From an optimization exercise on the open Yosys and OpenROAD flow, aimed at small area, a short achievable clock period and few clock cycles per item; shortcuts taken in it are not production practice. The RTL was checked by simulation tests, not by an equivalence proof against the original design. Power figures rest on the tool's default switching activity, not on a simulated workload.

== run A ==
==> flow/design.v (excerpt) <==
module bridgeTop (
  input  wire         pclk,
  input  wire         preset_n,
  input  wire         awvalid,
  output logic        awready,
  input  wire  [31:0] awaddr,
  input  wire  [7:0]  awid,
  input  wire  [7:0]  awlen,
  input  wire  [1:0]  awburst,
  input  wire  [2:0]  awprot,
  input  wire         wvalid,
  output logic        wready,
  input  wire  [31:0] wdata,
  input  wire  [3:0]  wstrb,
  input  wire         arvalid,
  output logic        arready,
  input  wire  [31:0] araddr,
  input  wire  [7:0]  arid,
  input  wire  [7:0]  arlen,
  input  wire  [1:0]  arburst,
  input  wire  [2:0]  arprot,
  output logic        rvalid,
  input  wire         rready,
  output logic [31:0] rdata,
  output logic [1:0]  rresp,
  output logic [7:0]  rid,
  output logic        rlast,
  output logic        bvalid,
  input  wire         bready,
  output logic [1:0]  bresp,
  output logic [7:0]  bid,
  output logic [31:0] paddr,
  output logic [31:0] pwdata,
  output logic [3:0]  pstrb,
  output logic [2:0]  pprot,
  output logic        pwrite,
  output logic        penable,
  output logic [3:0]  psel,
  input  wire  [3:0]  pready,
  input  wire  [3:0]  pslverr,
  input  wire  [127:0] prdata
);
  logic        act;
  logic        turn;       
  ...
Size in the first run: about 140 flip-flops, about 420 I/O pins, roughly 6200 sq um of cells after synthesis.
Settings: LEC_CHECK=0, CAP_MARGIN=20, CORE_MARGIN=2, CORE_UTILIZATION=40, SETUP_SLACK_MARGIN=3.2, SLEW_MARGIN=20; clock period 5.0 ns.
standard.sh (not shown) runs the stock make flow with config.mk's settings and CLKGATE_MAP_FILE= SYNTH_SCRIPT=/design/flow/synth_recipe.tcl, a recipe that flattens the netlist after the stock synthesis.
==> flow/flow/run.sh <==
#!/bin/bash
# standard ORFS layout (the standard.sh, standard synthesis unchanged),
# with every port buffered by the smallest buffer instead of a delay buffer,
# and no dummy loads in the clock tree
set -euo pipefail
export CTS_ARGS="-sink_clustering_enable -repair_clock_nets -dont_use_dummy_load"
bash standard.sh "BUFFER_PORTS_ARGS=-buffer_cell sky130_fd_sc_hd__buf_1" finish > standard.log 2>&1
Run A: done, clean on timing, DRC and antenna
Testbench counts of run A, summed over its fixed seeds: cycles 9,506, beats 2,933.
> inputs changed (run A -> run B)
# run A
export LEC_CHECK = 0
export CAP_MARGIN = 20
export CORE_MARGIN = 2
export CORE_UTILIZATION = 40
export SETUP_SLACK_MARGIN = 3.2
export SLEW_MARGIN = 20
create_clock -name core_clock -period 5.0 [get_ports {pclk}]
# run B
export LEC_CHECK = 0
export CAP_MARGIN = 20
export CORE_MARGIN = 2
export CORE_UTILIZATION = 40
export SETUP_SLACK_MARGIN = 2.8
export SLEW_MARGIN = 20
create_clock -name core_clock -period 5.0 [get_ports {pclk}]
Findings:
Run B: no failed stages, no open violations at the end
Row relative contribution of sequential cells to total power: run B higher / run A lower
Overall global routing resource usage in run B vs run A: down 1.2 points
Setup WNS run A -> run B: worse
diff inputs: run B => run C
# run B
export LEC_CHECK = 0
export CAP_MARGIN = 20
export CORE_MARGIN = 2
export CORE_UTILIZATION = 40
export SETUP_SLACK_MARGIN = 2.8
export SLEW_MARGIN = 20
create_clock -name core_clock -period 5.0 [get_ports {pclk}]
# run C
export LEC_CHECK = 0
export CAP_MARGIN = 20
export CORE_MARGIN = 2
export CORE_UTILIZATION = 55
export SETUP_SLACK_MARGIN = 3.0
export SLEW_MARGIN = 20
create_clock -name core_clock -period 5.0 [get_ports {pclk}]
==> flow/flow/run.sh <==
#!/bin/bash
# standard ORFS layout (the standard.sh, standard synthesis unchanged),
# with every port buffered by the smallest buffer instead of a delay buffer
set -euo pipefail
bash standard.sh "BUFFER_PORTS_ARGS=-buffer_cell sky130_fd_sc_hd__buf_1" finish > standard.log 2>&1
Findings:
Summary of run B and run C: one run falls short of a clean finish, namely run C. Status: run C FAILED at I/O pin placement (tool error). Delta (run C minus run B): synthesized area per cell ~0 delta; width of the die moved down; share of the yosys chip area belonging to registers has remained practically unchanged; synthesized instance count has remained practically unchanged. Of run B and run C, the run reporting the higher initial core utilization was run C. Post-synthesis sequential element count: run B vs run C — no meaningful difference. Vertical die dimension for run C: 14% down relative to run B. Against run B as the reference, run C delivers a lower placement row count.
Inputs modified between run C and run D:
# run C
export LEC_CHECK = 0
export CAP_MARGIN = 20
export CORE_MARGIN = 2
export CORE_UTILIZATION = 55
export SETUP_SLACK_MARGIN = 3.0
export SLEW_MARGIN = 20
create_clock -name core_clock -period 5.0 [get_ports {pclk}]
# run D
export LEC_CHECK = 0
export CAP_MARGIN = 20
export CORE_MARGIN = 2
export CORE_UTILIZATION = 40
export SETUP_SLACK_MARGIN = 2.8
export SLEW_MARGIN = 20
create_clock -name core_clock -period 5.0 [get_ports {pclk}]
==> run notes <==
- Going from run C to run D, number of flip-flops and latches in the synthesized netlist level; vertical die dimension +about 17%.
- Reported for run C and run D, area share of fa/ha/maj cells after synthesis turned out identical to the last digit.
- Standard-cell row count ended up 18% higher on run D than on run C.
- Compared with run C, run D shows a higher chip width.
- Reported for run C and run D, proportion of register bits with asynchronous set or reset after synthesis turned out identical to the last digit.
- Run D vs. run C: initial cell density of the core down 16 points; area of the mapped netlist stayed essentially flat.
- The flow ran to completion for all of run C and run D but run C, which stopped partway.
- Run C never completed, since it errored out during I/O pin placement.
- Xor and xnor fraction of the mapped netlist area: run D vs run C identical

* * *

## wip/willow
Another version of the RTL of bridgeTop (not shown whole).
For scale: about 510 cells after synthesis, ~0.0055 mm² of cells after synthesis.
Settings: LEC_CHECK=0, CAP_MARGIN=20, CORE_MARGIN=2, CORE_UTILIZATION=40, SETUP_SLACK_MARGIN=3.0, SLEW_MARGIN=20; clock period 5.0 ns.
run.sh (not shown) runs the stock make flow with config.mk's settings and CLKGATE_MAP_FILE= SYNTH_SCRIPT=/design/flow/synth_recipe.tcl, a recipe that flattens the netlist after the stock synthesis.
Stock flow here: none of the scripts above is used.
Testbench counts of wip/willow, summed over its fixed seeds: cycles 10,018, beats 2,933.
The following lists how wip/maple was set up differently from wip/willow:
- SETUP_SLACK_MARGIN: 3.0 -> 2.9
- PLACE_DENSITY: unset -> 0.85
==> flow/flow/run.sh (new file) <==
#!/bin/bash
# standard ORFS layout (the standard.sh, standard synthesis unchanged),
# with every port buffered by the smallest buffer instead of a delay buffer,
# and no dummy loads in the clock tree
set -euo pipefail
export CTS_ARGS="-sink_clustering_enable -repair_clock_nets -dont_use_dummy_load"
bash standard.sh "BUFFER_PORTS_ARGS=-buffer_cell sky130_fd_sc_hd__buf_1" finish > standard.log 2>&1
==> flow/standard.sh (new file) <==
#!/bin/bash
# synth_recipe.tcl (not shown) runs the flow's synth.tcl, then flattens the netlist and writes it again
# the make line also repeats each setting of config.mk as NAME=value (left out here)
make -C /OpenROAD-flow-scripts/flow DESIGN_CONFIG=/design/flow/config.mk WORK_HOME=/design/flow/orfs CLKGATE_MAP_FILE= SYNTH_SCRIPT=/design/flow/synth_recipe.tcl "${@:-finish}"
removed: flow/run.sh
==> comparison <==
Compared with wip/willow, in wip/maple met1 usage in global routing now sits lower, global-route wire length before repair now sits lower.
Of wip/willow and wip/maple, wip/willow shows the higher global routing usage summed across all routing layers, with wip/maple below it.
On wip/maple: part of the total power dissipated in combinational logic is 7.2 points lower than what wip/willow gave.
As far as number of stages on the worst setup path goes, wip/willow and wip/maple are indistinguishable; the numbers are identical.
Compared wip/maple vs wip/willow, and final setup slack of the worst path is up in wip/maple.
The final reports for wip/maple and wip/willow show total of plain and repair buffers excluding clock buffers lower in the former.

* * *

Another version of the RTL of bridgeTop (not shown whole).
Size in the first run: about 420 I/O pins, ~5600 sq um of cells after synthesis.
==> flow/config.mk <==
export PLATFORM = sky130hd
export DESIGN_NAME = bridgeTop
export DESIGN_NICKNAME = bridgeTop
export VERILOG_FILES = /design/flow/design.v
export SDC_FILE = /design/flow/constraint.sdc
export NUM_CORES = 4
export LEC_CHECK = 0
export ABC_CLOCK_PERIOD_IN_PS = 2000
export CAP_MARGIN = 20
export CORE_MARGIN = 2
export CORE_UTILIZATION = 40
export PLACE_DENSITY = 0.75
export SETUP_SLACK_MARGIN = 2.9
export SLEW_MARGIN = 20
==> flow/constraint.sdc <==
create_clock -name core_clock -period 5.0 [get_ports {pclk}]
set_input_delay 1.0000 -clock core_clock [delete_from_list [all_inputs] [get_ports {pclk}]]
set_output_delay 1.0000 -clock core_clock [all_outputs]
set_load 0.01 [all_outputs]
standard.sh (not shown) runs the stock make flow with config.mk's settings and CLKGATE_MAP_FILE= SYNTH_SCRIPT=/design/flow/synth_recipe.tcl, a recipe that flattens the netlist after the stock synthesis.
==> flow/flow/run.sh <==
#!/bin/bash
# standard ORFS layout (the standard.sh, standard synthesis unchanged),
# with every port buffered by the smallest buffer instead of a delay buffer,
# and no dummy loads in the clock tree
set -euo pipefail
export CTS_ARGS="-sink_clustering_enable -repair_clock_nets -dont_use_dummy_load"
bash standard.sh "BUFFER_PORTS_ARGS=-buffer_cell sky130_fd_sc_hd__buf_1" finish > standard.log 2>&1
Testbench counts at the start, summed over its fixed seeds: cycles 10,018, beats 2,933.
Change:
ABC_CLOCK_PERIOD_IN_PS = default   (was 2000)
Result: The new run ran to the end with no violations; routed wire length is unchanged; die area stays the same; register-to-register slack stays flat; clock skew does not change; sequential power hardly moves; synthesized cell count does not change; power stays the same; clock-buffer cell count does not change; worst hold slack does not change; via count does not change; maximum frequency does not change.

* * *

bridgeTop with an RTL version that a note above also has.
Size in the first run: roughly 100 flip-flops, ~5500 um2 of cells after synthesis.
==> flow/config.mk <==
export PLATFORM = sky130hd
export DESIGN_NAME = bridgeTop
export DESIGN_NICKNAME = bridgeTop
export VERILOG_FILES = /design/flow/design.v
export SDC_FILE = /design/flow/constraint.sdc
export NUM_CORES = 4
export LEC_CHECK = 0
export CAP_MARGIN = 20
export CORE_MARGIN = 2
export CORE_UTILIZATION = 40
export PLACE_DENSITY = 0.75
export SETUP_SLACK_MARGIN = 3.05
export SLEW_MARGIN = 20
==> flow/constraint.sdc <==
create_clock -name core_clock -period 5.0 [get_ports {pclk}]
set_input_delay 1.0000 -clock core_clock [delete_from_list [all_inputs] [get_ports {pclk}]]
set_output_delay 1.0000 -clock core_clock [all_outputs]
set_load 0.01 [all_outputs]
Scripts as last shown in full above: flow/flow/run.sh
The starting point finished clean.
Testbench counts at the start, summed over its fixed seeds: cycles 10,018, beats 2,933.
Edit:
PLACE_DENSITY = default   (was 0.75)
SETUP_SLACK_MARGIN = 2.8   (was 3.05)
The changed run produced a clean layout.
Design area goes down by 5.7%.
Final cell count goes down by 3.0%.
Synthesized area is unchanged.
Wire length fell by 3.5%.
Sequential share of layout area rose by 2.3 points.
Total power shrinks by 5.3%.
First-iteration DRC count rose by 54%.
Hold slack degrades by 0.013 ns.
Clock power went down by about 0.8%.
Synthesized cell count does not change.

* * *

Starting RTL as in the previous note.
clock: 5.0 ns
lec_check: 0
abc_area: 1
cap_margin: 20
core_margin: 2
core_utilization: 40
setup_slack_margin: 2.8
slew_margin: 20
Scripts as last shown in full above: flow/flow/run.sh
Testbench counts at the start, summed over its fixed seeds: cycles 10,018, beats 2,933.
Rerun with:
--- a/flow/config.mk
+++ b/flow/config.mk
@@ -6,8 +6,8 @@
 export NUM_CORES = 4
 export LEC_CHECK = 0
-export ABC_AREA = 1
 export CAP_MARGIN = 20
 export CORE_MARGIN = 2
 export CORE_UTILIZATION = 40
-export SETUP_SLACK_MARGIN = 2.8
+export PLACE_DENSITY = 0.75
+export SETUP_SLACK_MARGIN = 2.9
 export SLEW_MARGIN = 20
=> Total power grows by 6.7%. Utilization rises by 4.2 points. Setup slack is better by 0.064 ns. Combinational power is higher by about 10%. Clock skew is higher by 0.021 ns. Routed wire length goes down by 2.4%. Cell count goes down by 14%.

* * *

bridgeTop with an RTL version that a note above also has.
For scale: about 490 cells after synthesis, ~140 flip-flops, roughly 420 I/O pins.
clock: 5.0 ns
lec_check: 0
cap_margin: 20
core_margin: 2
core_utilization: 40
setup_slack_margin: 3.0
slew_margin: 20
Scripts as last shown in full above: flow/flow/run.sh
The baseline completed with no timing, DRC or antenna violations.
Testbench counts at the start, summed over its fixed seeds: cycles 9,506, beats 2,933.
Rerun with:
SETUP_SLACK_MARGIN = 2.6   (was 3.0)
Outcome: Cell area is lower by 5.5%. Maximum frequency came out lower by 5.7%. Wire length fell by about 3%. Utilization falls by 3.1 points.

-- what the ideal ports hide --
Ports are ideal in the flow. The routed layouts listed here were re-timed in OpenROAD. Step 1, drivers: a clkbuf_16 drives pclk and a buf_2 each remaining input, both assumed. Step 2 moves the port delays by t, midway between the first and last clock arrival at a register: inputs arrive t later, outputs are due t later. That takes back most of the time a late clock gives input paths. Slacks: ideal / step 1 / step 2; pairs: ideal / step 1.
| run | t, ns | slack for setup (ns) | hold WS [ns] | worst setup path at the end | worst slew at a driven data input, ns |
|---|---|---|---|---|---|
| run A | 0.450 | 2.905 / 2.922 / 2.472 | 0.461 / 0.461 / 0.461 | input to register | 0.06 |
| run B | 0.453 | 2.878 / 2.835 / 2.484 | 0.426 / 0.426 / 0.471 | input to register | 0.06 |
| run D | 0.460 | 2.871 / 2.836 / 2.424 | 0.428 / 0.425 / 0.474 | input to register | 0.07 |
| wip/willow | 0.385 | 2.883 / 2.847 / 2.463 | 0.499 / 0.499 / 0.499 | input to register | 0.08 |
| wip/maple | 0.374 | 2.922 / 2.892 / 2.585 | 0.479 / 0.479 / 0.479 | input to register | 0.10 |
| the first run of note 3 | 0.377 | 2.922 / 2.883 / 2.628 | 0.479 / 0.479 / 0.479 | input to register | 0.06 |
| the second run of note 3 | 0.377 | 2.922 / 2.883 / 2.628 | 0.479 / 0.479 / 0.479 | input to register | 0.06 |
| the first run of note 4 | 0.382 | 2.965 / 2.922 / 2.616 | 0.512 / 0.512 / 0.512 | input to register | 0.09 |
| the second run of note 4 | 0.376 | 2.842 / 2.797 / 2.527 | 0.498 / 0.498 / 0.498 | input to register | 0.08 |
| the first run of note 5 | 0.377 | 2.864 / 2.821 / 2.581 | 0.469 / 0.469 / 0.469 | input to register | 0.11 |
| the second run of note 5 | 0.386 | 2.928 / 2.887 / 2.558 | 0.473 / 0.473 / 0.473 | input to register | 0.10 |
| the first run of note 6 | 0.446 | 2.882 / 2.900 / 2.454 | 0.465 / 0.465 / 0.465 | input to register | 0.07 |
| the second run of note 6 | 0.453 | 2.754 / 2.774 / 2.321 | 0.467 / 0.467 / 0.467 | input to register | 0.06 |
After both steps setup and hold are still met in every run listed. For run D, which loses most, drivers alone change the setup slack by -0.035 ns; drivers and shift together by -0.447 ns.
